Source: an optimization exercise on an open RTL-to-GDS flow (aim: small area, a short achievable clock period and few clock cycles per item). Production flows keep margins and buffers that such runs may drop. RTL that was checked went through simulation tests only; none was proved equivalent to the original. No functional check of the RTL was part of run 5. Power figures rest on the tool's default switching activity, not on a simulated workload.

==> flow/design.v <==
`timescale 1ns / 1ps
module mxt_lexer #(
	parameter int MANTISSA_BITS = 48,
	parameter int DEPTH_BITS = 8
) (
	input  logic        clk,
	input  logic        arst_n,
	input  logic        valid,
	input  logic        is_dig,
	input  logic        is_alp,
	input  logic        is_sp,
	input  logic        is_zero,
	input  logic        is_mark,
	input  logic        is_op,
	input  logic [4:0]  code,
	input  logic        room0,
	input  logic        room1,
	input  logic        num_held,
	output logic        go,
	output logic        push_a,
	output logic        num_a,
	output logic [4:0]  kind_a,
	output logic        push_b,
	output logic [4:0]  kind_b,
	output logic [1:0]  status_b,
	output logic [MANTISSA_BITS-1:0] acc,
	output logic [3:0]  frac
);
	localparam logic [4:0] KIND_PLUS   = 5'd11;
	localparam logic [4:0] KIND_END    = 5'd18;
	localparam logic [1:0] ST_OK      = 2'd0;
	localparam logic [1:0] ST_SYNTAX  = 2'd1;
	localparam logic [1:0] ST_KEYWORD = 2'd2;
	localparam logic [1:0] ST_MIXED   = 2'd3;
	localparam logic [1:0] CMP_EQ = 2'd0;
	localparam logic [1:0] CMP_LT = 2'd1;
	localparam logic [1:0] CMP_GT = 2'd2;
	localparam int M_IDLE = 0;
	localparam int M_NUMI = 1;   
	localparam int M_NUMF = 2;   
	localparam int M_MARK = 3;   
	localparam int M_WORD = 4;
	localparam int M_ERRS = 5;   
	localparam int M_ERRK = 6;   
	localparam logic [4:0] L_A = 5'd1, L_B = 5'd2, L_C = 5'd3, L_E = 5'd5, L_H = 5'd8,
		L_I = 5'd9, L_N = 5'd14, L_O = 5'd15, L_P = 5'd16, L_Q = 5'd17, L_R = 5'd18,
		L_S = 5'd19, L_T = 5'd20, L_X = 5'd24;
	localparam logic [4:0] W_DEAD  = 5'd8;
	localparam logic [4:0] W_S     = 5'd9;
	localparam logic [4:0] W_SI    = 5'd10;
	localparam logic [4:0] W_SQ    = 5'd11;
	localparam logic [4:0] W_SQR   = 5'd12;
	localparam logic [4:0] W_C     = 5'd13;
	localparam logic [4:0] W_CO    = 5'd14;
	localparam logic [4:0] W_TA    = 5'd15;
	localparam logic [4:0] W_TH    = 5'd16;
	localparam logic [4:0] W_SIN   = 5'd17;
	localparam logic [4:0] W_COS   = 5'd18;
	localparam logic [4:0] W_TAN   = 5'd19;
	localparam logic [4:0] W_ABS   = 5'd20;
	localparam logic [4:0] W_SQRT  = 5'd21;
	localparam logic [4:0] W_PI    = 5'd22;
	localparam logic [4:0] W_E     = 5'd23;
	localparam logic [4:0] W_THETA = 5'd24;
	localparam logic [4:0] W_X     = 5'd25;
	localparam logic [4:0] W_T     = 5'd26;
	localparam logic [4:0] W_THE   = 5'd27;
	localparam logic [4:0] W_THET  = 5'd28;
	localparam logic [4:0] W_A     = 5'd29;
	localparam logic [4:0] W_AB    = 5'd30;
	localparam logic [4:0] W_P     = 5'd31;
	function automatic logic [4:0] word_start(input logic [4:0] l);
		case (l)
			L_S: word_start = W_S;
			L_C: word_start = W_C;
			L_T: word_start = W_T;
			L_A: word_start = W_A;
			L_P: word_start = W_P;
			L_E: word_start = W_E;
			L_X: word_start = W_X;
			default: word_start = W_DEAD;
		endcase
	endfunction
	function automatic logic [4:0] word_next(input logic [4:0] s, input logic [4:0] l);
		word_next = W_DEAD;
		case (s)
			W_S:    if (l == L_I) word_next = W_SI; else if (l == L_Q) word_next = W_SQ;
			W_SI:   if (l == L_N) word_next = W_SIN;
			W_SQ:   if (l == L_R) word_next = W_SQR;
			W_SQR:  if (l == L_T) word_next = W_SQRT;
			W_C:    if (l == L_O) word_next = W_CO;
			W_CO:   if (l == L_S) word_next = W_COS;
			W_T:    if (l == L_A) word_next = W_TA; else if (l == L_H) word_next = W_TH;
			W_TA:   if (l == L_N) word_next = W_TAN;
			W_TH:   if (l == L_E) word_next = W_THE;
			W_THE:  if (l == L_T) word_next = W_THET;
			W_THET: if (l == L_A) word_next = W_THETA;
			W_A:    if (l == L_B) word_next = W_AB;
			W_AB:   if (l == L_S) word_next = W_ABS;
			W_P:    if (l == L_I) word_next = W_PI;
			default: word_next = W_DEAD;
		endcase
	endfunction
	logic [6:0]               m_q, m_n;
	logic [4:0]               w_q, w_n;
	logic [MANTISSA_BITS-1:0] acc_q;
	logic [3:0]               frac_q;
	logic [3:0]               len_q, len_s, len_d, top_dig;
	logic [1:0]               cmp_q, cmp_s, cmp_d;
	logic [DEPTH_BITS-1:0]    depth_q, depth_n, depth_step;
	logic                     neg_q, neg_n;
	logic [1:0]               var_q, var_n, v;
	logic                     mixed_q, mixed_n;
	logic [3:0] dig;
	logic [MANTISSA_BITS-1:0] wide, acc_val;
	logic over, start, take, num, is_kw, fall, err_n;
	assign dig = {code[3], code[2] & !code[3], code[1] & !code[3], code[0]};
	assign num_a = num;
	assign num = m_q[M_NUMI] || m_q[M_NUMF];
	assign start = m_q[M_IDLE] || m_q[M_MARK];
	assign is_kw = w_q[4] && w_q[3:0] >= 4'd1 && w_q[3:0] <= 4'd10;
	assign v = w_q[1:0] + 2'd1;
	assign go = valid && (is_dig ? !(start && num_held)
		: ((num || m_q[M_WORD]) ? room0 : room1));
	assign wide[0] = code[0];
	mxt_add #(.N(MANTISSA_BITS-1)) u_add (
		.x({acc_q[MANTISSA_BITS-4:0], code[2:1]}),
		.y(acc_q[MANTISSA_BITS-2:0]),
		.ci(code[3]),
		.s(wide[MANTISSA_BITS-1:1])
	);
	assign over = len_q == 4'd15 || (len_q == 4'd14
		&& (cmp_q == CMP_GT || (cmp_q == CMP_EQ && dig > 4'd5)));
	always_comb begin
		case (len_q)
			4'd0:  top_dig = 4'd2;
			4'd1:  top_dig = 4'd8;
			4'd2:  top_dig = 4'd1;
			4'd3:  top_dig = 4'd4;
			4'd4:  top_dig = 4'd7;
			4'd5:  top_dig = 4'd4;
			4'd6:  top_dig = 4'd9;
			4'd7:  top_dig = 4'd7;
			4'd8:  top_dig = 4'd6;
			4'd9:  top_dig = 4'd7;
			4'd10: top_dig = 4'd1;
			4'd11: top_dig = 4'd0;
			4'd12: top_dig = 4'd6;
			4'd13: top_dig = 4'd5;
			default: top_dig = 4'd5;
		endcase
	end
	assign len_s = (len_q == 4'd0 && dig == 4'd0) ? 4'd0 : len_q + 4'd1;
	assign cmp_s = (len_q == 4'd0 && dig == 4'd0) ? CMP_EQ
		: cmp_q != CMP_EQ ? cmp_q
		: dig > top_dig ? CMP_GT : dig < top_dig ? CMP_LT : CMP_EQ;
	assign len_d = dig == 4'd0 ? 4'd0 : 4'd1;
	assign cmp_d = dig == 4'd0 ? CMP_EQ : dig > 4'd2 ? CMP_GT : dig < 4'd2 ? CMP_LT : CMP_EQ;
	assign take = go && is_dig && (start || m_q[M_NUMI]
		|| (m_q[M_NUMF] && !over && frac_q != 4'd15));
	assign acc_val = start ? {{(MANTISSA_BITS-4){1'b0}}, dig}
		: (wide | {MANTISSA_BITS{m_q[M_NUMI] && over}});
	always_ff @(posedge clk) begin
		if (take) begin
			acc_q <= acc_val;
			frac_q <= m_q[M_MARK] ? 4'd1 : m_q[M_IDLE] ? 4'd0 : frac_q + {3'd0, m_q[M_NUMF]};
			len_q <= start ? len_d : (m_q[M_NUMI] && over) ? 4'd15 : len_s;
			cmp_q <= start ? cmp_d : (m_q[M_NUMI] && over) ? CMP_EQ : cmp_s;
		end
	end
	assign acc = acc_q;
	assign frac = frac_q;
	assign depth_step = depth_q + {{(DEPTH_BITS-1){code[1]}}, 1'b1};
	always_comb begin
		m_n = m_q; w_n = w_q;
		depth_n = depth_q; neg_n = neg_q; var_n = var_q; mixed_n = mixed_q;
		push_a = 1'b0; kind_a = 5'd0;
		push_b = 1'b0; kind_b = 5'd0; status_b = ST_OK;
		fall = 1'b1;
		if (num) begin
			if (is_dig) begin
				fall = 1'b0;
			end else if (is_mark && m_q[M_NUMI]) begin
				fall = 1'b0;
				m_n = 7'd1 << M_NUMF;
			end else begin
				push_a = 1'b1;
				m_n = 7'd1 << M_IDLE;
			end
		end else if (m_q[M_MARK]) begin
			if (is_dig) begin
				fall = 1'b0;
				m_n = 7'd1 << M_NUMF;
			end else begin
				m_n = 7'd1 << M_ERRS;
			end
		end else if (m_q[M_WORD]) begin
			if (is_alp || is_dig) begin
				fall = 1'b0;
				w_n = is_alp ? word_next(w_q, code) : W_DEAD;
			end else if (is_kw) begin
				push_a = 1'b1;
				kind_a = {1'b0, w_q[3:0]};
				m_n = 7'd1 << M_IDLE;
				if (w_q[3:0] >= 4'd8) begin
					if (var_q == 2'd0) var_n = v;
					else if (var_q != v) mixed_n = 1'b1;
				end
			end else begin
				m_n = 7'd1 << M_ERRK;
			end
		end
		err_n = m_n[M_ERRS] || m_n[M_ERRK];
		if (fall) begin
			if (is_zero) begin
				push_b = 1'b1;
				kind_b = KIND_END;
				if (m_n[M_ERRS]) status_b = ST_SYNTAX;
				else if (m_n[M_ERRK]) status_b = ST_KEYWORD;
				else if (mixed_n) status_b = ST_MIXED;
				else if (depth_q != '0 || neg_q) status_b = ST_SYNTAX;
				else status_b = ST_OK;
				m_n = 7'd1 << M_IDLE;
				depth_n = '0; neg_n = 1'b0; var_n = 2'd0; mixed_n = 1'b0;
			end else if (!err_n) begin
				m_n = 7'd1 << M_IDLE;
				if (is_sp) begin
				end else if (is_dig) begin
					m_n = 7'd1 << M_NUMI;
				end else if (is_mark) begin
					m_n = 7'd1 << M_MARK;
				end else if (is_alp) begin
					m_n = 7'd1 << M_WORD;
					w_n = word_start(code);
				end else if (is_op) begin
					push_b = 1'b1;
					kind_b = KIND_PLUS + code;
					if (code == 5'd5) begin
						if (&depth_q) neg_n = 1'b1;
						else depth_n = depth_step;
					end
					if (code == 5'd6) begin
						if (depth_q == '0) neg_n = 1'b1;
						else depth_n = depth_step;
					end
				end else begin
					m_n = 7'd1 << M_ERRS;
				end
			end
		end
	end
	always_ff @(posedge clk or negedge arst_n) begin
		if (!arst_n) begin
			m_q <= 7'd1 << M_IDLE; depth_q <= '0; neg_q <= 1'b0; var_q <= 2'd0;
			mixed_q <= 1'b0;
		end else if (go) begin
			m_q <= m_n; depth_q <= depth_n; neg_q <= neg_n; var_q <= var_n;
			mixed_q <= mixed_n;
		end
	end
	always_ff @(posedge clk) begin
		if (go) w_q <= w_n;
	end
endmodule
module mxt_add #(
	parameter int N = 48
) (
	input  logic [N-1:0] x,
	input  logic [N-1:0] y,
	input  logic         ci,
	output logic [N-1:0] s
);
	localparam int LV = 6;   
	logic [N-1:0] p;
	logic [N-1:0] g_l [0:LV];
	logic [N-1:0] p_l [0:LV];
	assign p = x ^ y;
	always_comb begin
		g_l[0] = x & y;
		p_l[0] = p;
		g_l[0][0] = (x[0] & y[0]) | (p[0] & ci);
		for (int l = 0; l < LV; l++) begin
			g_l[l+1] = g_l[l];
			p_l[l+1] = p_l[l];
			for (int i = 0; i < N; i++) begin
				if ((i >> l) % 2 == 1) begin
					g_l[l+1][i] = g_l[l][i] | (p_l[l][i] & g_l[l][((i >> l) << l) - 1]);
					p_l[l+1][i] = p_l[l][i] & p_l[l][((i >> l) << l) - 1];
				end
			end
		end
	end
	assign s = p ^ {g_l[LV][N-2:0], ci};
endmodule
`timescale 1ns / 1ps
module mxt_token_queue (
	input  logic       clk,
	input  logic       arst_n,
	input  logic       go,
	input  logic       push_a,
	input  logic       num_a,
	input  logic [4:0] kind_a,
	input  logic       push_b,
	input  logic [4:0] kind_b,
	input  logic [1:0] status_b,
	output logic       hp0,
	output logic       hp1,
	output logic       num_held,
	output logic       q0_num,
	output logic       tokens_valid,
	input  logic       tokens_ready,
	output logic [4:0] tokens_token_kind,
	output logic [1:0] tokens_status
);
	logic       v0_q, v1_q;
	logic [4:0] k0_q, k1_q;
	logic [1:0] s0_q, s1_q;
	logic       n0_q, n1_q, t0_n;
	logic       pop, pa, pb;
	logic [4:0] t0_k;
	logic [1:0] t0_s;
	assign pop = v0_q && tokens_ready;
	assign hp0 = !v1_q && (!v0_q || tokens_ready);
	assign hp1 = !v1_q || tokens_ready;
	assign q0_num = n0_q;
	assign num_held = (v0_q && n0_q && !tokens_ready) || (v1_q && n1_q);
	assign tokens_valid = v0_q;
	assign tokens_token_kind = k0_q;
	assign tokens_status = s0_q;
	assign pa = go && push_a;
	assign pb = go && push_b;
	assign t0_k = push_a ? kind_a : kind_b;
	assign t0_s = push_a ? 2'd0 : status_b;
	assign t0_n = push_a && num_a;
	always_ff @(posedge clk or negedge arst_n) begin
		if (!arst_n) begin
			v0_q <= 1'b0;
			v1_q <= 1'b0;
		end else begin
			if (hp0) begin
				v0_q <= pa || pb;
				v1_q <= pa && pb;
			end else if (pop || !v1_q) begin
				v0_q <= 1'b1;
				v1_q <= pa || pb;
			end
		end
	end
	always_ff @(posedge clk) begin
		if (hp0) begin
			k0_q <= t0_k;
			s0_q <= t0_s;
			n0_q <= t0_n;
			k1_q <= kind_b;
			s1_q <= status_b;
			n1_q <= 1'b0;
		end else begin
			if (pop) begin
				k0_q <= k1_q;
				s0_q <= s1_q;
				n0_q <= n1_q;
			end
			if (pop || !v1_q) begin
				k1_q <= t0_k;
				s1_q <= t0_s;
				n1_q <= t0_n;
			end
		end
	end
endmodule
`timescale 1ns / 1ps
module math_expression_tokenizer #(
	parameter int MANTISSA_BITS = 48,
	parameter int DEPTH_BITS = 8
) (
	input  logic clk,
	input  logic arst_n,
	input  logic chars_valid,
	output logic chars_ready,
	input  logic [7:0] chars_character,
	output logic tokens_valid,
	input  logic tokens_ready,
	output logic [4:0] tokens_token_kind,
	output logic [47:0] tokens_number_mantissa,
	output logic [3:0] tokens_fraction_digits,
	output logic [1:0] tokens_status,
	output logic tokens_last,
	input  logic cfg_valid,
	output logic cfg_ready,
	input  logic cfg_comma_decimal_mark
);
	localparam int C_DIG  = 0;
	localparam int C_ALP  = 1;
	localparam int C_SP   = 2;
	localparam int C_ZERO = 3;
	localparam int C_MARK = 4;
	localparam int C_OP   = 5;
	logic        mark_q;
	logic        r0_v, r1_v, r1_free;
	logic [5:0]  r0_cls, r1_cls, in_cls;
	logic [4:0]  r0_code, r1_code, in_code;
	logic        accept, go;
	logic        q_hp0, q_hp1, num_held;
	logic        push_a, push_b, num_a;
	logic [4:0]  kind_a, kind_b;
	logic [1:0]  status_b;
	logic        q0_num;
	logic [47:0] acc;
	logic [3:0]  frac;
	logic [7:0]  ch;
	assign cfg_ready = 1'b1;
	assign r1_v = !r1_free;
	assign chars_ready = r1_free;
	assign accept = chars_valid && r1_free;
	assign ch = chars_character;
	always_comb begin
		in_cls = '0;
		in_code = {1'b0, ch[3], ch[2] | ch[3], ch[1] | ch[3], ch[0]};
		in_cls[C_DIG] = ch >= "0" && ch <= "9";
		in_cls[C_ALP] = (ch >= "a" && ch <= "z") || (ch >= "A" && ch <= "Z");
		in_cls[C_SP] = ch == " " || (ch >= 8'd9 && ch <= 8'd13);
		in_cls[C_ZERO] = ch == 8'd0;
		in_cls[C_MARK] = mark_q ? (ch == ",") : (ch == ".");
		if (in_cls[C_ALP]) in_code = ch[5] ? ch[4:0] : 5'd0;
		case (ch)
			"+": begin in_cls[C_OP] = 1'b1; in_code = 5'd0; end
			"-": begin in_cls[C_OP] = 1'b1; in_code = 5'd1; end
			"*": begin in_cls[C_OP] = 1'b1; in_code = 5'd2; end
			"/": begin in_cls[C_OP] = 1'b1; in_code = 5'd3; end
			"^": begin in_cls[C_OP] = 1'b1; in_code = 5'd4; end
			"(": begin in_cls[C_OP] = 1'b1; in_code = 5'd5; end
			")": begin in_cls[C_OP] = 1'b1; in_code = 5'd6; end
			default: ;
		endcase
	end
	always_ff @(posedge clk or negedge arst_n) begin
		if (!arst_n) mark_q <= 1'b0;
		else if (cfg_valid) mark_q <= cfg_comma_decimal_mark;
	end
	always_ff @(posedge clk or negedge arst_n) begin
		if (!arst_n) begin
			r0_v <= 1'b0;
			r1_free <= 1'b1;
		end else if (go) begin
			r0_v <= r1_v || accept;
			r1_free <= 1'b1;
		end else if (accept) begin
			if (r0_v) r1_free <= 1'b0;
			else r0_v <= 1'b1;
		end
	end
	always_ff @(posedge clk) begin
		if (go || !r0_v) begin
			r0_cls <= r1_v ? r1_cls : in_cls;
			r0_code <= r1_v ? r1_code : in_code;
		end
		if (!r1_v) begin
			r1_cls <= in_cls;
			r1_code <= in_code;
		end
	end
	mxt_lexer #(
		.MANTISSA_BITS(MANTISSA_BITS),
		.DEPTH_BITS(DEPTH_BITS)
	) u_lexer (
		.clk(clk),
		.arst_n(arst_n),
		.valid(r0_v),
		.is_dig(r0_cls[C_DIG]),
		.is_alp(r0_cls[C_ALP]),
		.is_sp(r0_cls[C_SP]),
		.is_zero(r0_cls[C_ZERO]),
		.is_mark(r0_cls[C_MARK]),
		.is_op(r0_cls[C_OP]),
		.code(r0_code),
		.room0(q_hp0),
		.room1(q_hp1),
		.num_held(num_held),
		.go(go),
		.push_a(push_a),
		.num_a(num_a),
		.kind_a(kind_a),
		.push_b(push_b),
		.kind_b(kind_b),
		.status_b(status_b),
		.acc(acc),
		.frac(frac)
	);
	mxt_token_queue u_queue (
		.clk(clk),
		.arst_n(arst_n),
		.go(go),
		.push_a(push_a),
		.num_a(num_a),
		.kind_a(kind_a),
		.push_b(push_b),
		.kind_b(kind_b),
		.status_b(status_b),
		.hp0(q_hp0),
		.hp1(q_hp1),
		.num_held(num_held),
		.q0_num(q0_num),
		.tokens_valid(tokens_valid),
		.tokens_ready(tokens_ready),
		.tokens_token_kind(tokens_token_kind),
		.tokens_status(tokens_status)
	);
	assign tokens_last = tokens_token_kind[4] & tokens_token_kind[1];
	assign tokens_number_mantissa = q0_num ? acc : 48'd0;
	assign tokens_fraction_digits = q0_num ? frac : 4'd0;
endmodule
==> flow/run.sh <==
#!/bin/bash
# synth_recipe.tcl (not shown) runs the flow's synth.tcl, then flattens the netlist and writes it again
# the make line also repeats each setting of config.mk as NAME=value (left out here)
make -C /OpenROAD-flow-scripts/flow DESIGN_CONFIG=/design/flow/config.mk WORK_HOME=/design/flow/orfs CLKGATE_MAP_FILE= SYNTH_SCRIPT=/design/flow/synth_recipe.tcl finish
==> flow/config.mk <==
export PLATFORM = sky130hd
export DESIGN_NAME = math_expression_tokenizer
export DESIGN_NICKNAME = math_expression_tokenizer
export VERILOG_FILES = /design/flow/design.v
export SDC_FILE = /design/flow/constraint.sdc
export NUM_CORES = 4
export LEC_CHECK = 0
export CAP_MARGIN = 20
export CORE_MARGIN = 2
export CORE_UTILIZATION = 40
export CTS_BUF_LIST = sky130_fd_sc_hd__clkbuf_4 sky130_fd_sc_hd__clkbuf_8
export CTS_CLUSTER_SIZE = 30
export SETUP_SLACK_MARGIN = 2.0
export SLEW_MARGIN = 20
==> flow/constraint.sdc <==
create_clock -name core_clock -period 5.3 [get_ports {clk}]
set_input_delay 1.0600 -clock core_clock [delete_from_list [all_inputs] [get_ports {clk}]]
set_output_delay 1.0600 -clock core_clock [all_outputs]
set_load 0.01 [all_outputs]
==> results of run 1 <==
==> cell usage after synthesis (5+ instances only) <==
master / n
a211oi_1: 5
a21o_1: 20
a21oi_1: 110
a31oi_1: 11
and2_1: 58
and3_1: 5
clkbuf_1: 37
dfrtp_1: 22
dfxtp_1: 12
edfxtp_1: 89
fa_1: 8
ha_1: 69
inv_1: 49
nand2_1: 72
nand2b_1: 14
nand3_1: 30
nand4_1: 10
nor2_1: 86
nor2b_1: 10
nor3_1: 32
nor4_1: 9
o211ai_1: 7
o21a_1: 5
o21ai_0: 59
o21ai_1: 6
o21bai_1: 8
o22a_1: 7
o22ai_1: 7
o31ai_1: 10
or2_2: 9
or3_1: 5
xnor2_1: 31
xor2_1: 18
==> state kept, by name, indices dropped and copies added, names as in the netlist, 4 cells and up <==
register	cells
u_lexer.len_q	4
u_queue.k0_q	5
r1_code	5
u_lexer.m_q	7
r1_cls	6
u_lexer.w_q	5
u_lexer.acc_q	48
u_queue.k1_q	5
u_lexer.depth_q	8
r0_code	5
u_lexer.frac_q	4
r0_cls	6
==> cells by family after synthesis <==
kind of cell,Yosys count,share of synthesized area [%]
adder cells (fa/ha/maj),78,11.5
other,1,0.0416
buffers and inverters,95,4.13
flip-flops,125,39.0
AND/OR/NAND/NOR,353,19.6
XOR/XNOR,49,4.76
multiplexers,5,0.596
AO/OA/AOI/OAI,293,20.4
==> path summary, 6_finish.rpt <==
kind                                      to        from  slack, ns  cells after the start
setup / recovery           u_lexer.acc_q[30]  r0_code[1]       2.03                     15
hold / removal                     r1_cls[2]   r1_cls[2]       0.47                      2
setup reg to reg           u_lexer.acc_q[30]  r0_code[1]       2.03                     15
hold reg to reg                    r1_cls[2]   r1_cls[2]       0.47                      2
max in group asynchronous     u_lexer.m_q[0]      arst_n       4.01                      2
min in group asynchronous       u_queue.v1_q      arst_n       0.97                      2
==> power breakdown <==
group | switching, mW | internal [mW]
registers | 0.000459 | 1.03
logic | 0.0173 | 0.0143
clock network | 0.433 | 0.473
==> area by class of cell <==
type	count	area (um^2)	area share [%]
multi-input combinational	780	5290	48.8
sequential	125	3520	32.5
timing repair buffer	115	1050	9.71
tap	280	350	3.24
clock buffer	17	234	2.16
inverter	51	198	1.83
clock inverter	15	188	1.73
==> tightest hold or removal path, stage by stage (launching register included) <==
cell     delay (ns)
dfxtp_1        0.30
inv_1          0.04
o21ai_0        0.08
==> through the flow <==
stage	total power [mW]	area (um^2)	hold WS, ns
after floorplan	1.07	9040	0.430
after global placement	1.09	10000	0.442
after detailed placement	1.09	10000	0.459
after CTS	1.99	10600	0.474
after global routing	2.04	10800	0.499
final	1.97	10800	0.470
==> layer usage <==
layer  vias up  part of all wire (%)  GRT usage, %
met1      3653                    46          26.9
li1       3821                     -             -
met3        48                   6.0          3.39
met2       289                    46          31.2
met5         -                     0             0
met4         0                   2.8          7.61
==> what timing repair did <==
item,CTS,global route
gates cloned,1,0
setup endpoints to repair,100,80
setup buffers,12,19
gates resized for setup,8,23
pin swaps,7,9
==> run_results.csv, run 1 <==
group,metric,value,unit
run_status,outcome,"complete, no violations",
final_layout,final_common_cell,"a21oi_1",
setup_path,cp.required,5.48,ns
detailed_routing,ant_nets,0,
synth,yosys_warnings,6,
sta,setup_viol,0,
detailed_routing,wl,23200,um
final_layout,layout_common_cells,"a21oi_1 (108), edfxtp_1 (89), nor2_1 (84)",
floorplan,core.rowCount,54,
clock_network,numCtsBuffers,17,
floorplan,die-area,23800,um^2
synth,ys_seq_area_share,39.0,%
detailed_routing,wl_per_cell,16.8,um
synth,netlist_instances,999,
synth,syn_area,9020,um^2
final_layout,drive_above_1_share,11.3,%
detailed_routing,via_count,7811,
power_and_ir_drop,irDropWorstVdd,0.142,mV
worst_hold_path,hold_path_class,"flip-flop to flip-flop",
synth,synthArstFlopShare,19.2,%
final_layout,layoutNonFillerInstCount,1383,
power_and_ir_drop,p_leak,4.40,nW
global_route,track_usage,19.6,%
sta,rsz0062_at_grt,"yes",
clock_network,cts_tree,"yes",
detailed_routing,route.detailed.drc,0,
sta,post-route-min-period,3.27,ns
global_route,antenna_found_initial,0,
global_route,grt_overflow,0,
clock_network,cts-root-buf,"clkbuf_8",
sta,finClkSkew,0.0164,ns
final_layout,post-route-util,49.3,%
clock_network,htreeDepth,4,
setup_path,worstPathArrival,3.45,ns
detailed_routing,drt-initial-drc-count,488,
synth,synth_area_leaders,"edfxtp_1 (30%), ha_1 (9.6%), a21oi_1 (6.1%)",
final_layout,fillers,2072,
final_layout,num_antenna_cells,0,
synth,synth_nets,1090,
clock_network,insertion_delay,0.47,ns
clock_network,cts.sinks,125,
floorplan,ios,77,
power_and_ir_drop,p_per_area,182,nW/um^2
place,gp_congestion,0.850,
global_route,grt_pass1_vias,7393,
sta,fin_ws,2.03,ns
synth,synth_flop_cell,"edfxtp_1",
global_route,grt_first_pass_wirelength,37800,um
synth,syn_avg_cell_area,9.03,um^2
floorplan,start_util,41.1,%
final_layout,nets,1181,
setup_path,cp_max_fo,3,
place,post-place-ws,0.948,ns
setup_path,critPathBufInv,3,
clock_network,clk_pin_slew,0.08,ns
clock_network,cts.path.max_buffers,2,
floorplan,fp.dieH,154,um
sta,maxSlewHeadroom,51.0,%
sta,fmax,0.306,GHz
sta,period_share,61.6,%
synth,ys_types,81,
synth,netlist.area_leader.share,29.6,%
floorplan,die_w,154,um
global_route,grt_max_degree,53,
synth,synth_edf_count,89,
synth,yosysTopAreaCell,"edfxtp_1",
setup_path,crit_chain,"inv_2 -> fa_2 -> inv_2 -> fa_2 -> a21o_1 -> nand4_1 -> a21boi_2 -> o2111a_2 -> buf_4 -> o31ai_4 -> nand2b_1 -> a31o_2 -> a21oi_1 -> xor2_1 -> a21oi_1",
detailed_routing,dr.pass1.iters,5,
sta,hold_violations,0,
sta,slew_violations,0,
setup_path,path_delay_family,"compound AO/OA/AOI/OAI gates",
setup_path,crit_path_top_delay_cell,"edfxtp_1",
setup_path,worstSetupPathType,"flip-flop to flip-flop",
setup_path,cp-end-kind,"flip-flop",
setup_path,worstSetupStartpointType,"flip-flop",
setup_path,max_stage_delay,0.47,ns
place,io_buffer_count,75,
clock_network,cts_hold_buffers,0,
place,dp_hpwl,16000,um
floorplan,core,22000,um^2
detailed_routing,drt-vias-per-instance,5.65,
place,placed_cells,1319,
synth,synth-seq-cells,125,
job,maxCapViolations,0,
sta,tns,0,ns
sta,worst_pin_slew,0.730,ns
final_layout,syn2layout_area_growth,19.9,%
Testbench counts, summed over its fixed seeds: cycles 45,710, chars 45,683.
==> inputs of run 2 (changes only) <==
==> flow/flow/run.sh (new file) <==
#!/bin/bash
# the standard layout, with the port buffers made from buf_2 cells instead
# of the delay buffers buffer_ports picks by default; every port still gets
# its own buffer. make's output goes to standard.log, each ORFS step's to
# its own log under orfs/logs.
set -euo pipefail
export BUFFER_PORTS_ARGS="-buffer_cell sky130_fd_sc_hd__buf_2"
bash standard.sh > standard.log 2>&1
==> flow/standard.sh (new file) <==
#!/bin/bash
# synth_recipe.tcl (not shown) runs the flow's synth.tcl, then flattens the netlist and writes it again
# the make line also repeats each setting of config.mk as NAME=value (left out here)
make -C /OpenROAD-flow-scripts/flow DESIGN_CONFIG=/design/flow/config.mk WORK_HOME=/design/flow/orfs CLKGATE_MAP_FILE= SYNTH_SCRIPT=/design/flow/synth_recipe.tcl "${@:-finish}"
--- a/flow/config.mk
+++ b/flow/config.mk
@@ -10,5 +10,5 @@
 export CORE_UTILIZATION = 40
 export CTS_BUF_LIST = sky130_fd_sc_hd__clkbuf_4 sky130_fd_sc_hd__clkbuf_8
 export CTS_CLUSTER_SIZE = 30
-export SETUP_SLACK_MARGIN = 2.0
+export SETUP_SLACK_MARGIN = 2.5
 export SLEW_MARGIN = 20
removed: flow/run.sh
==> run 2 against run 1 <==
Clock skew up 0.0038 ns. Global-route usage grew 0.56 points. Critical path depth shrank 2. Core utilization grew 1.1 points. Critical endpoint is now u_lexer.acc_q[33].
==> run_results.csv, run 2 <==
group,metric,value,unit
clock_network,cts_tree,"yes",
setup_path,cp.required,5.51,ns
global_route,met1_usage,27.2,%
detailed_routing,wl_per_cell,17.0,um
place,io_buffer_count,75,
place,dp_hpwl,15800,um
final_layout,drive_above_1_share,24.6,%
synth,netlist_top_cells_count,"a21oi_1 (110), edfxtp_1 (89), nor2_1 (86), nand2_1 (72), ha_1 (69)",
clock_network,htreeDepth,4,
synth,ys_seq_area_share,39.0,%
final_layout,nets,1216,
power_and_ir_drop,irDropWorstVdd,0.129,mV
floorplan,start_util,41.1,%
detailed_routing,via_count,8062,
sta,fmax,0.323,GHz
clock_network,clk_pin_slew,0.09,ns
clock_network,cts.path.max_buffers,2,
sta,worst_pin_slew,0.797,ns
power_and_ir_drop,p_leak,4.77,nW
final_layout,design_area,11100,um^2
floorplan,die_w,154,um
sta,maxSlewHeadroom,46.5,%
detailed_routing,dr.pass1.iters,7,
place,dpl_cell_area,9650,um^2
global_route,grt_overflow,0,
setup_path,crit_chain,"inv_2 -> fa_2 -> inv_2 -> fa_2 -> a21o_1 -> nand4_1 -> a21boi_2 -> o2111a_2 -> nor2_4 -> o31ai_4 -> inv_2 -> fa_2 -> a21oi_1",
job,maxCapViolations,0,
clock_network,insertion_delay,0.47,ns
setup_path,path_delay_family,"adder cells",
floorplan,ios,77,
setup_path,max_stage_delay,0.53,ns
sta,period_share,58.4,%
synth,synth_area_leaders,"edfxtp_1 (30%), ha_1 (9.6%), a21oi_1 (6.1%)",
sta,rsz0062_at_grt,"yes",
setup_path,worstPathArrival,3.30,ns
clock_network,numCtsBuffers,17,
global_route,grt_pass1_vias,7603,
sta,finClkSkew,0.0202,ns
detailed_routing,wl,24000,um
setup_path,critPathBufInv,3,
setup_path,cp-end-kind,"flip-flop",
floorplan,die-area,23800,um^2
final_layout,final_common_cell,"a21oi_1",
clock_network,cts_hold_buffers,0,
synth,syn_area,9020,um^2
power_and_ir_drop,p_per_area,181,nW/um^2
final_layout,syn2layout_area_growth,22.5,%
global_route,antenna_found_initial,0,
clock_network,cts-root-buf,"clkbuf_8",
sta,slew_violations,0,
run_status,outcome,"complete, no violations",
detailed_routing,drt-initial-drc-count,601,
setup_path,worstSetupPathType,"flip-flop to flip-flop",
clock_network,cts.sinks,125,
detailed_routing,ant_nets,0,
sta,hold_violations,0,
setup_path,cp_max_fo,5,
global_route,grt_max_degree,53,
global_route,track_usage,20.2,%
global_route,grt_util_met3,3.59,%
synth,synth_flop_cell,"edfxtp_1",
synth,post-synth-top-count-cell,"a21oi_1",
final_layout,num_antenna_cells,0,
global_route,grt.busiest_layer,"met2",
sta,tns,0,ns
synth,ys_types,81,
synth,synth-seq-cells,125,
synth,syn_avg_cell_area,9.03,um^2
synth,yosysTopAreaCell,"edfxtp_1",
floorplan,core.rowCount,54,
worst_hold_path,hold_path_class,"flip-flop to flip-flop",
global_route,grt_first_pass_wirelength,38900,um
final_layout,regMostFlops,"u_lexer.acc_q",
synth,netlist.area_leader.share,29.6,%
final_layout,layout_common_cells,"a21oi_1 (98), edfxtp_1 (89), nor2_1 (80)",
synth,synthArstFlopShare,19.2,%
setup_path,worstSetupStartpointType,"flip-flop",
synth,synth_edf_count,89,
synth,yosys_warnings,6,
synth,netlist_instances,999,
floorplan,fp.dieH,154,um
detailed_routing,route.detailed.drc,0,
detailed_routing,drt-vias-per-instance,5.69,
synth,synth_nets,1090,
final_layout,top_regs,"u_lexer.acc_q x48, u_lexer.depth_q x8, u_lexer.m_q x7",
sta,post-route-min-period,3.10,ns
place,gp_congestion,0.898,
global_route,met2_usage,33.0,%
final_layout,largest_reg_flops,48,
setup_path,crit_path_top_delay_cell,"fa_2",
sta,setup_viol,0,
floorplan,core,22000,um^2
-- run 2: changes by cell type in the layout (fill, tap and decap cells not counted), sizes merged --
cell / change
buf: +110
clkbuf: +3
clkdlybuf4s50: -75
clkinv: -2
clkinvlp: -2
inv: +1
-- run 2: stage by stage --
| step | hold WS (ns) | setup WS (ns) | total power [mW] | util, % | instances |
|---|---|---|---|---|---|
| floorplan | 0.430 | 2.05 | 1.07 | - | 999 |
| global placement | 0.446 | 1.41 | 1.08 | 43.9 | 1317 |
| detailed placement | 0.462 | 1.33 | 1.08 | 43.9 | 1317 |
| CTS | 0.482 | 2.13 | 2.01 | 48.2 | 1388 |
| global route | 0.507 | 2.03 | 2.06 | 50.3 | 1418 |
| finish | 0.475 | 2.20 | 2.00 | 50.3 | 1418 |
-- run 2: cell families (layout without fill, tap and decap cells) --
group                    after synthesis  in the layout  share of synthesized area (%)
AO/OA/AOI/OAI                        293            294                           20.4
XOR/XNOR                              49             49                           4.76
adder cells (fa/ha/maj)               78             78                           11.5
buffers and inverters                 95            233                           4.13
flip-flops                           125            125                           39.0
other                                  1              1                         0.0416
AND/OR/NAND/NOR                      353            353                           19.6
multiplexers                           5              5                          0.596
-- run 2: report_power, final --
part / switching [mW] / internal [mW] / total [mW]
combinational: 0.0172 / 0.00886 / 0.0261
sequential: 0.000608 / 1.04 / 1.04
clock: 0.428 / 0.507 / 0.935
-- run 2: layout make-up --
class,count,area (um^2)
multi-input combinational,780,5600
inverter,51,200
clock buffer,20,275
clock inverter,12,155
tap,280,350
fill,2031,10900
timing repair buffer,150,961
sequential,125,3520
-- run 2: worst register-to-register path, stage by stage (launching register included) --
cell and delay [ns]:
edfxtp_1 0.43, inv_2 0.08, fa_2 0.35, inv_2 0.06, fa_2 0.20, a21o_1 0.13, nand4_1 0.13, a21boi_2 0.17
o2111a_2 0.31, nor2_4 0.06, o31ai_4 0.21, inv_2 0.11, fa_2 0.53, a21oi_1 0.06
-- run 2: worst paths after layout --
check / start / end / slack, ns / depth (start not counted)
max reg2reg: r0_code[1] / u_lexer.acc_q[33] / 2.20 / 13
min in group asynchronous: arst_n / mark_q / 0.61 / 1
max: r0_code[1] / u_lexer.acc_q[33] / 2.20 / 13
min reg2reg: r1_cls[5] / r1_cls[5] / 0.47 / 2
max in group asynchronous: arst_n / u_lexer.m_q[1] / 4.25 / 1
min: r1_cls[5] / r1_cls[5] / 0.47 / 2
-- run 2: metal layers --
metal,share of wire (%),vias to the layer above
li1,-,3892
met1,45,3873
met2,47,257
met3,5.2,40
met4,2.6,0
met5,0,-
-- run 2: what timing repair did --
| action | 4_1_cts | 5_1_grt |
|---|---|---|
| gates resized for setup | 48 | 54 |
| buffers inserted | 38 | 29 |
| endpoints found under the setup margin | 130 | 100 |
| gates cloned | 1 | 1 |
| pin swaps | 35 | 49 |
==> inputs of run 3 (changes only) <==
--- a/flow/config.mk
+++ b/flow/config.mk
@@ -10,5 +10,5 @@
 export CORE_UTILIZATION = 40
 export CTS_BUF_LIST = sky130_fd_sc_hd__clkbuf_4 sky130_fd_sc_hd__clkbuf_8
 export CTS_CLUSTER_SIZE = 30
-export SETUP_SLACK_MARGIN = 2.5
+export SETUP_SLACK_MARGIN = 2.0
 export SLEW_MARGIN = 20
==> run 3 against run 2 <==
Non-clock buffer count fell by 36. Sequential power hardly changed. Flip-flop and latch count did not move. Synthesized area is the same. Register-to-register slack got worse by 0.15 ns. Clock power decreased by 14%. Critical path type unchanged. Critical endpoint is now u_queue.s0_q[0].
==> run_results.csv, run 3 <==
group,metric,value,unit
detailed_routing,via_count,7739,
synth,syn_avg_cell_area,9.03,um^2
power_and_ir_drop,p_leak,4.49,nW
clock_network,htreeDepth,4,
synth,synthArstFlopShare,19.2,%
floorplan,core,22000,um^2
global_route,antenna_found_initial,0,
synth,netlist.area_leader.share,29.6,%
detailed_routing,route.detailed.drc,0,
synth,yosysTopAreaCell,"edfxtp_1",
floorplan,ios,77,
clock_network,cts_tree,"yes",
final_layout,nets,1180,
global_route,grt_max_degree,53,
setup_path,crit_path_top_delay_cell,"or4b_1",
final_layout,layout_common_cells,"a21oi_1 (109), edfxtp_1 (89), nor2_1 (84)",
synth,ys_types,81,
place,io_buffer_count,75,
sta,maxSlewHeadroom,43.8,%
clock_network,insertion_delay,0.46,ns
final_layout,regMostFlops,"u_lexer.acc_q",
place,gp_congestion,0.913,
synth,synth_nets,1090,
synth,netlist_top_cells_count,"a21oi_1 (110), edfxtp_1 (89), nor2_1 (86), nand2_1 (72), ha_1 (69)",
power_and_ir_drop,p_per_area,180,nW/um^2
final_layout,top_regs,"u_lexer.acc_q x48, u_lexer.depth_q x8, u_lexer.m_q x7",
sta,slew_violations,0,
power_and_ir_drop,power,1.86,mW
sta,rsz0062_at_grt,"yes",
floorplan,start_util,41.1,%
final_layout,largest_reg_flops,48,
synth,syn_area,9020,um^2
floorplan,die-area,23800,um^2
setup_path,crit-reg2reg-launch,"u_lexer.w_q[0]",
power_and_ir_drop,irDropWorstVdd,0.134,mV
setup_path,cp_max_fo,6,
sta,setup_viol,0,
synth,synth_edf_count,89,
synth,netlist_instances,999,
synth,yosys_warnings,6,
final_layout,post-route-util,47.2,%
clock_network,cts.sinks,125,
floorplan,die_w,154,um
final_layout,num_antenna_cells,0,
synth,post-synth-top-count-cell,"a21oi_1",
clock_network,numCtsBuffers,17,
clock_network,cts-root-buf,"clkbuf_8",
setup_path,reg2reg_slack,2.06,ns
synth,synth-seq-cells,125,
setup_path,cp.required,5.48,ns
clock_network,clk_pin_slew,0.08,ns
detailed_routing,dr.pass1.iters,6,
setup_path,worstSetupPathType,"flip-flop to flip-flop",
synth,muxShareOfSynthArea,0.596,%
detailed_routing,wl_per_cell,16.3,um
global_route,grt_first_pass_wirelength,36900,um
setup_path,worstPathArrival,3.42,ns
floorplan,fp.dieH,154,um
setup_path,cp-end-kind,"flip-flop",
run_status,outcome,"complete, no violations",
final_layout,syn2layout_area_growth,14.8,%
sta,finClkSkew,0.0220,ns
synth,synth_compound_area_share,20.4,%
setup_path,max_stage_delay,0.57,ns
synth,synth_top_family_by_area,"compound AO/OA/AOI/OAI gates",
final_layout,drive_above_1_share,17.5,%
setup_path,crit_path_start,"u_lexer.w_q[0]",
sta,worst_pin_slew,0.836,ns
sta,tns,0,ns
synth,synth_area_leaders,"edfxtp_1 (30%), ha_1 (9.6%), a21oi_1 (6.1%)",
sta,fmax,0.308,GHz
worst_hold_path,hold_path_class,"flip-flop to flip-flop",
sta,hold_violations,0,
detailed_routing,ant_nets,0,
global_route,grt_pass1_vias,7393,
global_route,grt_overflow,0,
synth,ys_seq_area_share,39.0,%
place,dp_hpwl,15700,um
job,maxCapViolations,0,
detailed_routing,drt-initial-drc-count,484,
synth,synth-simple-area-share,19.6,%
sta,holdWs,0.462,ns
sta,post-route-min-period,3.24,ns
synth,yosys.area_share.adder,11.5,%
worst_hold_path,min-delay-start,"r1_cls[1]",
detailed_routing,drt-vias-per-instance,5.60,
floorplan,core.rowCount,54,
global_route,track_usage,19.1,%
setup_path,critical_path.most_common_cell,"o21ai_0",
setup_path,worstSetupStartpointType,"flip-flop",
clock_network,cts.path.max_buffers,2,
setup_path,crit_chain,"buf_4 -> ha_1 -> or4b_1 -> nand3_2 -> nor2_1 -> nand2_1 -> a21oi_1 -> o41a_1 -> o21ai_0 -> o21ai_0",
sta,period_share,61.2,%
synth,synthXorXnorAreaFrac,4.76,%
synth,synth_flop_cell,"edfxtp_1",
detailed_routing,wl,22500,um
final_layout,final_common_cell,"a21oi_1",
run 3: cell count changes in the layout (fill, tap and decap cells not counted), sizes merged:
cell      change
clkinv        +3
clkbuf        +2
inv           -5
bufinv        -2
buf          -36
clkinvlp      +2
run 3: per-layer routing:
layer | vias up | GRT usage [%] | wire, um
li1 | 3826 | - | -
met3 | 28 | 3.61 | 1240
met4 | 0 | 7.21 | 517
met5 | - | 0 | 0
met2 | 260 | 30.4 | 10200
met1 | 3625 | 25.8 | 10500
run 3: timing repair:
action | in CTS | in global routing
gates cloned | 1 | 0
hold buffers | 0 | 0
endpoints found under the setup margin | 94 | 103
buffers inserted | 14 | 18
pin swaps | 7 | 7
resized for setup | 8 | 15
run 3: logic make-up (layout without fill, tap and decap cells):
| family | Yosys count | count (layout) |
|---|---|---|
| AOI/OAI and AO/OA | 293 | 294 |
| xor gates and xnor gates | 49 | 49 |
| adders and majority gates | 78 | 78 |
| buffers and inverters | 95 | 197 |
| DFF | 125 | 125 |
| muxes | 5 | 5 |
| other | 1 | 1 |
| and+or+nand+nor | 353 | 353 |
run 3: final cells by class:
cell class                 count  area (um^2)
fill                        2099        11600
timing repair buffer         114          668
tap                          280          350
multi-input combinational    780         5250
sequential                   125         3520
clock buffer                  22          278
inverter                      51          200
clock inverter                10         92.6
run 3: per-stage QoR:
step,std cells,instance area (um^2),worst slack [ns]
finish,1382,10400,2.06
global route,1382,10400,1.95
CTS,1364,10200,2.00
floorplan,999,9040,2.01
global placement,1317,9640,1.38
detailed placement,1317,9640,1.30
run 3: path summary, 6_finish.rpt:
| check | endpoint | cells after the start |
|---|---|---|
| max | u_queue.s0_q[0] | 10 |
| min | r1_cls[1] | 2 |
| max reg2reg | u_queue.s0_q[0] | 10 |
| min reg2reg | r1_cls[1] | 2 |
| max in group asynchronous | u_lexer.m_q[2] | 1 |
| min in group asynchronous | mark_q | 1 |
run 3: critical path: cells and delay by family, from the launching register on:
family,cells,cell delay (ns)
AND/OR/NAND/NOR,4,1.07
AO/OA/AOI/OAI,4,0.98
buffers and inverters,1,0.18
flip-flops,1,0.48
adder cells (fa/ha/maj),1,0.27
run 3: power breakdown:
group | internal [mW] | total, mW | switching, mW | leakage [nW]
clock network | 0.403 | 0.801 | 0.398 | 0.191
logic | 0.00885 | 0.0258 | 0.0169 | 2.92
registers | 1.04 | 1.04 | 0.000562 | 1.39
==> inputs of run 4 (changes only) <==
--- a/flow/config.mk
+++ b/flow/config.mk
@@ -7,8 +7,9 @@
 export LEC_CHECK = 0
 export CAP_MARGIN = 20
 export CORE_MARGIN = 2
-export CORE_UTILIZATION = 40
+export CORE_UTILIZATION = 60
 export CTS_BUF_LIST = sky130_fd_sc_hd__clkbuf_4 sky130_fd_sc_hd__clkbuf_8
 export CTS_CLUSTER_SIZE = 30
+export PLACE_DENSITY = 0.75
 export SETUP_SLACK_MARGIN = 2.0
 export SLEW_MARGIN = 20
==> run 4 against run 3 <==
First-iteration DRC count is 37% higher. Still clean. Critical path depth increased by 5. Setup slack improved by 0.010 ns. Flip-flop and latch count stayed put. Highest routed layer unchanged. Global-route usage is 8.7 points higher. Routed wire length is 4.1% lower.
==> run_results.csv, run 4 <==
group,metric,value,unit
global_route,grt_first_pass_wirelength,36100,um
final_layout,final_common_cell,"a21oi_1",
synth,yosysTopAreaCell,"edfxtp_1",
sta,hold_violations,0,
floorplan,core.rowCount,44,
run_status,outcome,"complete, no violations",
detailed_routing,via_count,7844,
synth,synth_flop_cell,"edfxtp_1",
global_route,grt_max_degree,53,
sta,holdWs,0.467,ns
clock_network,insertion_delay,0.47,ns
detailed_routing,wl,21600,um
sta,maxSlewHeadroom,44.2,%
synth,synth_edf_count,89,
sta,tns,0,ns
power_and_ir_drop,p_per_area,184,nW/um^2
synth,syn_avg_cell_area,9.03,um^2
sta,post-route-min-period,3.23,ns
clock_network,cts.path.max_buffers,2,
synth,netlist.area_leader.share,29.6,%
final_layout,drive_above_1_share,16.6,%
clock_network,cts_hold_buffers,0,
worst_hold_path,hold_path_class,"flip-flop to flip-flop",
global_route,grt.busiest_layer,"met2",
sta,worst_pin_slew,0.831,ns
final_layout,regMostFlops,"u_lexer.acc_q",
final_layout,nets,1170,
setup_path,reg2reg_slack,2.07,ns
final_layout,largest_reg_flops,48,
detailed_routing,ant_nets,0,
detailed_routing,dr.pass1.iters,5,
synth,synth_nets,1090,
synth,netlist_instances,999,
synth,netlist_top_cells_count,"a21oi_1 (110), edfxtp_1 (89), nor2_1 (86), nand2_1 (72), ha_1 (69)",
setup_path,worstSetupPathType,"flip-flop to flip-flop",
power_and_ir_drop,p_leak,4.45,nW
global_route,grt_pass1_vias,7245,
setup_path,worstSetupStartpointType,"flip-flop",
sta,slew_violations,0,
global_route,grt_overflow,0,
synth,ys_seq_area_share,39.0,%
floorplan,start_util,61.8,%
sta,finClkSkew,0.0149,ns
job,maxCapViolations,0,
final_layout,num_antenna_cells,0,
floorplan,die-area,16000,um^2
setup_path,critPathBufInv,3,
synth,yosys_warnings,6,
power_and_ir_drop,irDropWorstVdd,0.205,mV
setup_path,cp-end-kind,"flip-flop",
place,io_buffer_count,75,
global_route,antenna_found_initial,0,
final_layout,top_regs,"u_lexer.acc_q x48, u_lexer.depth_q x8, u_lexer.m_q x7",
clock_network,cts.sinks,125,
clock_network,htreeDepth,4,
synth,ys_types,81,
floorplan,ios,77,
synth,synth_area_leaders,"edfxtp_1 (30%), ha_1 (9.6%), a21oi_1 (6.1%)",
final_layout,fillers,1188,
sta,rsz0062_at_grt,"yes",
clock_network,numCtsBuffers,17,
setup_path,crit_chain,"inv_2 -> fa_2 -> inv_2 -> fa_2 -> a21o_1 -> nand4_1 -> a21boi_2 -> buf_4 -> nor2_1 -> o21ai_0 -> a21oi_1 -> o21bai_1 -> a211oi_1 -> o21a_1 -> nor2_1",
place,gp_congestion,0.954,
setup_path,cp_max_fo,4,
final_layout,layout_common_cells,"a21oi_1 (109), edfxtp_1 (89), nor2_1 (85)",
place,dp_hpwl,15100,um
sta,fmax,0.309,GHz
clock_network,clk_pin_slew,0.08,ns
setup_path,path_delay_family,"compound AO/OA/AOI/OAI gates",
floorplan,core,14600,um^2
clock_network,cts_tree,"yes",
sta,period_share,61.0,%
final_layout,syn2layout_area_growth,12.2,%
global_route,track_usage,27.8,%
clock_network,cts-root-buf,"clkbuf_8",
synth,post-synth-top-count-cell,"a21oi_1",
global_route,grt_util_met3,4.89,%
setup_path,cp.required,5.51,ns
setup_path,crit_path_top_delay_cell,"edfxtp_1",
synth,syn_area,9020,um^2
detailed_routing,drt-vias-per-instance,6.15,
detailed_routing,wl_per_cell,16.9,um
floorplan,fp.dieH,127,um
power_and_ir_drop,power,1.87,mW
setup_path,max_stage_delay,0.44,ns
sta,setup_viol,0,
global_route,met2_usage,44.9,%
global_route,met1_usage,38.0,%
detailed_routing,route.detailed.drc,0,
synth,synth-seq-cells,125,
setup_path,worstPathArrival,3.45,ns
detailed_routing,drt-initial-drc-count,664,
floorplan,die_w,127,um
synth,synthArstFlopShare,19.2,%
run 4: cell counts after synthesis:
Identical to the previous run, type by type.
run 4: kinds of logic (layout without fill, tap and decap cells):
logic type / count (synthesis) / count (layout) / synth area share (%)
AOI/OAI and AO/OA: 293 / 294 / 20.4
xor gates and xnor gates: 49 / 49 / 4.76
adders and majority gates: 78 / 78 / 11.5
buffers and inverters: 95 / 187 / 4.13
DFF: 125 / 125 / 39.0
muxes: 5 / 5 / 0.596
other: 1 / 1 / 0.0416
and+or+nand+nor: 353 / 353 / 19.6
run 4: per-stage QoR:
| step | area [um^2] | utilization, % | cells | worst slack [ns] |
|---|---|---|---|---|
| final | 10100 | 69.4 | 1276 | 2.07 |
| after global routing | 10100 | 69.4 | 1276 | 1.91 |
| after CTS | 9980 | 68.4 | 1261 | 2.03 |
| after detailed placement | 9520 | 65.2 | 1221 | 1.27 |
| after global placement | 9520 | 65.2 | 1221 | 1.39 |
| after floorplan | 9040 | - | 999 | 2.01 |
run 4: worst paths after layout:
kind | cells past startpoint | from | to
setup / recovery | 15 | r0_code[1] | u_lexer.acc_q[19]
hold / removal | 2 | r1_code[4] | r1_code[4]
setup reg to reg | 15 | r0_code[1] | u_lexer.acc_q[19]
hold reg to reg | 2 | r1_code[4] | r1_code[4]
max in group asynchronous | 1 | arst_n | u_lexer.depth_q[4]
min in group asynchronous | 1 | arst_n | u_queue.v0_q
run 4: repair_timing:
item	4_1_cts	5_1_grt
pin swaps	7	11
gates resized for setup	6	9
endpoints found under the setup margin	71	71
setup buffers	7	15
cloned	1	0
run 4: routing by layer:
metal  wire length [um]  vias to the layer above  part of all wire (%)
met1               9840                     3758                    46
met2              10100                      238                    47
met3               1090                       49                   5.0
li1                   -                     3799                     -
met5                  0                        -                     0
met4                550                        0                   2.5
run 4: cell type report:
| type | instances | area, um^2 | share of cell area, % |
|---|---|---|---|
| flip-flops and latches | 125 | 3520 | 34.7 |
| repair buffers | 104 | 606 | 5.98 |
| inverters | 51 | 196 | 1.94 |
| clock inverters | 15 | 135 | 1.33 |
| clock buffers | 17 | 234 | 2.31 |
| well taps | 184 | 230 | 2.27 |
| multi-input cells | 780 | 5210 | 51.4 |
run 4: tightest hold or removal path, stage by stage (launching register included):
cell and delay (ns):
dfxtp_1 0.30, inv_1 0.04, o22ai_1 0.07
run 4: where the power goes:
part / total (mW) / leakage (nW) / switching [mW] / internal (mW)
clock network: 0.807 / 0.191 / 0.430 / 0.377
registers: 1.04 / 1.39 / 0.000547 / 1.03
logic: 0.0256 / 2.87 / 0.0167 / 0.00885
total: 1.87 / 4.45 / 0.448 / 1.42
==> inputs of run 5 (changes only) <==
--- a/flow/design.v
+++ b/flow/design.v
@@ -396,9 +396,9 @@
 	localparam int C_MARK = 4;
 	localparam int C_OP   = 5;
 	logic        mark_q;
-	logic        r0_v, r1_v, r1_free;
-	logic [5:0]  r0_cls, r1_cls, in_cls;
-	logic [4:0]  r0_code, r1_code, in_code;
+	logic        r0_v;
+	logic [5:0]  r0_cls, in_cls;
+	logic [4:0]  r0_code, in_code;
 	logic        accept, go;
 	logic        q_hp0, q_hp1, num_held;
 	logic        push_a, push_b, num_a;
@@ -409,9 +409,8 @@
 	logic [3:0]  frac;
 	logic [7:0]  ch;
 	assign cfg_ready = 1'b1;
-	assign r1_v = !r1_free;
-	assign chars_ready = r1_free;
-	assign accept = chars_valid && r1_free;
+	assign chars_ready = !r0_v || go;
+	assign accept = chars_valid && chars_ready;
 	assign ch = chars_character;
 	always_comb begin
 		in_cls = '0;
@@ -438,25 +437,13 @@
 		else if (cfg_valid) mark_q <= cfg_comma_decimal_mark;
 	end
 	always_ff @(posedge clk or negedge arst_n) begin
-		if (!arst_n) begin
-			r0_v <= 1'b0;
-			r1_free <= 1'b1;
-		end else if (go) begin
-			r0_v <= r1_v || accept;
-			r1_free <= 1'b1;
-		end else if (accept) begin
-			if (r0_v) r1_free <= 1'b0;
-			else r0_v <= 1'b1;
-		end
+		if (!arst_n) r0_v <= 1'b0;
+		else if (chars_ready) r0_v <= chars_valid;
 	end
 	always_ff @(posedge clk) begin
-		if (go || !r0_v) begin
-			r0_cls <= r1_v ? r1_cls : in_cls;
-			r0_code <= r1_v ? r1_code : in_code;
-		end
-		if (!r1_v) begin
-			r1_cls <= in_cls;
-			r1_code <= in_code;
+		if (chars_ready) begin
+			r0_cls <= in_cls;
+			r0_code <= in_code;
 		end
 	end
 	mxt_lexer #(
--- a/flow/config.mk
+++ b/flow/config.mk
@@ -7,9 +7,8 @@
 export LEC_CHECK = 0
 export CAP_MARGIN = 20
 export CORE_MARGIN = 2
-export CORE_UTILIZATION = 60
+export CORE_UTILIZATION = 40
 export CTS_BUF_LIST = sky130_fd_sc_hd__clkbuf_4 sky130_fd_sc_hd__clkbuf_8
 export CTS_CLUSTER_SIZE = 30
-export PLACE_DENSITY = 0.75
 export SETUP_SLACK_MARGIN = 2.0
 export SLEW_MARGIN = 20
==> run 5 against run 4 <==
Synthesized area decreased by 1.9%. Combinational power grew to 83 times the previous value. Cell count rose by 3.9%. Critical path depth decreased by 1. Die area grew 46%. Clock-buffer cell count increased by 1. Sequential share of layout area is 2.3 points lower. Synthesized cell count decreased by 3.7%. Setup slack worse by 0.071 ns. Via count down 4.4%. Design area is 0.41% lower.
==> run_results.csv, run 5 <==
group,metric,value,unit
run_status,outcome,"complete, no violations",
setup_path,cp.required,5.48,ns
synth,synth-seq-cells,113,
synth,yosysTopAreaCell,"edfxtp_1",
synth,ys_types,86,
synth,yosys_warnings,6,
final_layout,num_antenna_cells,0,
detailed_routing,route.detailed.drc,0,
detailed_routing,wl,22200,um
synth,netlist_top_cells_count,"a21oi_1 (91), edfxtp_1 (89), nor2_1 (75), nand2_1 (71), ha_1 (69)",
global_route,grt_pass1_vias,7142,
clock_network,cts_tree,"yes",
synth,netlist.area_leader.share,30.2,%
setup_path,r2r_end,"u_lexer.acc_q[34]",
power_and_ir_drop,p_per_area,452,nW/um^2
setup_path,max_stage_delay,0.41,ns
clock_network,cts.path.max_buffers,2,
sta,fmax,0.302,GHz
setup_path,worstPathArrival,3.49,ns
synth,synth_top_family_by_area,"compound AO/OA/AOI/OAI gates",
synth,synth_compound_area_share,21.5,%
floorplan,core.rowCount,54,
clock_network,htreeDepth,4,
detailed_routing,drt-initial-drc-count,460,
worst_hold_path,min_to,"u_queue.n1_q",
global_route,grt_max_degree,53,
place,gp_congestion,0.894,
floorplan,start_util,40.7,%
floorplan,ios,77,
floorplan,die_w,153,um
sta,tns,0,ns
sta,post-route-min-period,3.31,ns
setup_path,worstSetupStartpointType,"flip-flop",
clock_network,insertion_delay,0.45,ns
floorplan,core,21800,um^2
sta,holdWs,0.493,ns
detailed_routing,ant_nets,0,
clock_network,clk_pin_slew,0.08,ns
detailed_routing,dr.pass1.iters,5,
sta,rsz0062_at_grt,"yes",
global_route,grt_overflow,0,
sta,slew_violations,0,
sta,setup_viol,0,
place,dp_hpwl,15600,um
clock_network,cts.sinks,113,
clock_network,numCtsBuffers,17,
worst_hold_path,min-delay-start,"u_queue.n1_q",
place,post-place-ws,1.41,ns
sta,hold_violations,0,
place,placed_cells,1284,
final_layout,layoutNonFillerInstCount,1326,
clock_network,cts-root-buf,"clkbuf_8",
final_layout,drive_above_1_share,16.6,%
final_layout,final_common_cell,"a21oi_1",
global_route,track_usage,19.2,%
final_layout,regMostFlops,"u_lexer.acc_q",
setup_path,path_delay_family,"compound AO/OA/AOI/OAI gates",
global_route,antenna_found_initial,0,
synth,syn_area,8850,um^2
synth,synthXorXnorAreaFrac,5.25,%
synth,synth_flop_cell,"edfxtp_1",
setup_path,cp-end-kind,"flip-flop",
job,maxCapViolations,0,
synth,synth_area_leaders,"edfxtp_1 (30%), ha_1 (9.8%), dfrtp_1 (6.2%)",
synth,synth_edf_count,89,
setup_path,cp_max_fo,5,
setup_path,crit-reg2reg-launch,"r0_code[1]",
detailed_routing,via_count,7501,
synth,synth_nets,1053,
worst_hold_path,hold_path_depth,2,
setup_path,critPathBufInv,3,
synth,syn_avg_cell_area,9.20,um^2
final_layout,largest_reg_flops,48,
setup_path,crit_chain,"inv_2 -> fa_2 -> inv_2 -> fa_2 -> a21o_1 -> nand4_1 -> a211oi_4 -> o311a_4 -> nor2_4 -> o21ai_4 -> inv_1 -> fa_1 -> xor2_1 -> a21oi_1",
clock_network,cts_hold_buffers,0,
synth,ys_seq_area_share,36.9,%
synth,netlist_instances,962,
final_layout,nets,1124,
detailed_routing,drt-vias-per-instance,5.66,
sta,worst_pin_slew,0.851,ns
synth,post-synth-top-count-cell,"a21oi_1",
power_and_ir_drop,p_leak,4.08,nW
setup_path,worstSetupPathType,"flip-flop to flip-flop",
synth,synth-simple-area-share,20.5,%
final_layout,fillers,2112,
final_layout,layout_common_cells,"a21oi_1 (90), edfxtp_1 (89), nor2_1 (75), buf_2 (75), nand2_1 (70)",
place,io_buffer_count,75,
synth,yosys.area_share.adder,11.7,%
sta,fin_ws,1.99,ns
sta,maxSlewHeadroom,43.3,%
sta,period_share,62.4,%
final_layout,top_regs,"u_lexer.acc_q x48, u_lexer.depth_q x8, u_lexer.m_q x7",
setup_path,crit_path_top_delay_cell,"edfxtp_1",
floorplan,fp.dieH,153,um
sta,finClkSkew,0.0144,ns
power_and_ir_drop,power,4.55,mW
power_and_ir_drop,irDropWorstVdd,0.224,mV
detailed_routing,wl_per_cell,16.7,um
synth,muxShareOfSynthArea,0.481,%
setup_path,reg2reg_slack,1.99,ns
setup_path,r2r_cells,14,
worst_hold_path,hold_path_class,"flip-flop to flip-flop",
final_layout,syn2layout_area_growth,14.0,%
synth,synthArstFlopShare,20.4,%
floorplan,die-area,23300,um^2
global_route,grt_first_pass_wirelength,36900,um
## run 5: how the worst max path moves through the flow
stage	start	endpoint	cells past startpoint
CTS	u_lexer.acc_q[0]	u_lexer.acc_q[34]	14
finish	r0_code[1]	u_lexer.acc_q[34]	14
floorplan	r0_code[1]	u_lexer.acc_q[34]	14
detailed placement	tokens_ready	u_lexer.acc_q[28]	8
global placement	tokens_ready	u_lexer.acc_q[27]	8
global route	r0_code[1]	u_lexer.acc_q[34]	14
## run 5: repair_timing
item,in CTS,in global routing
pin swaps,1,10
gates resized for setup,1,20
gates cloned,1,0
endpoints found under the setup margin,40,64
setup buffers,3,6
## run 5: where the power goes
group | internal (mW) | total, mW | switching, mW
sequential | 1.26 | 1.53 | 0.265
combinational | 0.843 | 2.12 | 1.28
clock | 0.515 | 0.906 | 0.391
total | 2.62 | 4.55 | 1.93
## run 5: cell type report
class,count,area (um^2),share of cell area [%]
multi-input cells,770,5390,53.4
flip-flops and latches,113,3270,32.4
repair buffers,91,495,4.91
well taps,280,350,3.47
clock buffers,18,241,2.39
clock inverters,14,189,1.87
inverters,40,154,1.53
## run 5: cell families after synthesis
logic type / count (synthesis)
compound gates: 290
xor+xnor: 53
fa+ha+maj: 78
buf+inv: 80
flops: 113
mux: 4
other cells: 1
simple gates: 343
## run 5: worst register-to-register path, stage by stage, from the launching register on
cell and delay (ns):
edfxtp_1 0.41, inv_2 0.09, fa_2 0.39, inv_2 0.07, fa_2 0.21, a21o_1 0.14, nand4_1 0.19, a211oi_4 0.35
o311a_4 0.28, nor2_4 0.06, o21ai_4 0.18, inv_1 0.07, fa_1 0.37, xor2_1 0.16, a21oi_1 0.08
## run 5: per-layer routing
layer	share of wire, %	track usage, %	wire [um]	vias up
li1	-	-	-	3714
met1	46	26.0	10300	3556
met2	48	32.0	10600	202
met3	4.5	2.87	989	29
met4	1.6	5.60	355	0
met5	0	0	0	-
## run 5: stage by stage
stage	instance area [um^2]	utilization [%]
4_1_cts	9940	45.7
5_1_grt	10100	46.4
3_5_place_dp	9470	43.5
3_3_place_gp	9470	43.5
2_1_floorplan	8860	-
6_report	10100	46.4

==> re-timing with driven ports <==
How much do the figures lean on ideal ports? The routed layouts below were timed once more, with nothing changed but the port constraints.
Step 1 (the two cells are an assumption about what drives the block):
set clk [get_ports {clk}]
set_driving_cell -lib_cell sky130_fd_sc_hd__clkbuf_16 $clk
set_driving_cell -lib_cell sky130_fd_sc_hd__buf_2 [delete_from_list [all_inputs] $clk]
Step 2 moves the port delays by t, midway between the first and last clock arrival at a register: inputs arrive t later, outputs are due t later. That takes back most of the time a late clock gives input paths.
Slacks: ideal ports / drivers / drivers and shift; pairs: ideal ports / drivers.
run | shift t [ns] | slack for setup (ns) | latest minus earliest clock arrival (ns) | slew at the worst register clock pin (ns) | worst slew at a driven data input, ns
run 1 | 0.496 | 2.033 / 2.033 / 1.670 | 0.016 / 0.017 | 0.09 / 0.09 | 0.05
run 2 | 0.501 | 2.204 / 2.204 / 2.111 | 0.022 / 0.022 | 0.09 / 0.09 | 0.06
run 3 | 0.488 | 2.055 / 2.055 / 1.760 | 0.022 / 0.022 | 0.09 / 0.09 | 0.05
run 4 | 0.506 | 2.066 / 2.066 / 1.809 | 0.015 / 0.015 | 0.08 / 0.08 | 0.03
run 5 | 0.482 | 1.994 / 1.994 / 1.791 | 0.015 / 0.015 | 0.08 / 0.08 | 0.03
After both steps setup and hold are still met in every run listed. The setup slack of run 1, which loses most, moves by 0.000 ns with the drivers and by -0.363 ns with both steps.
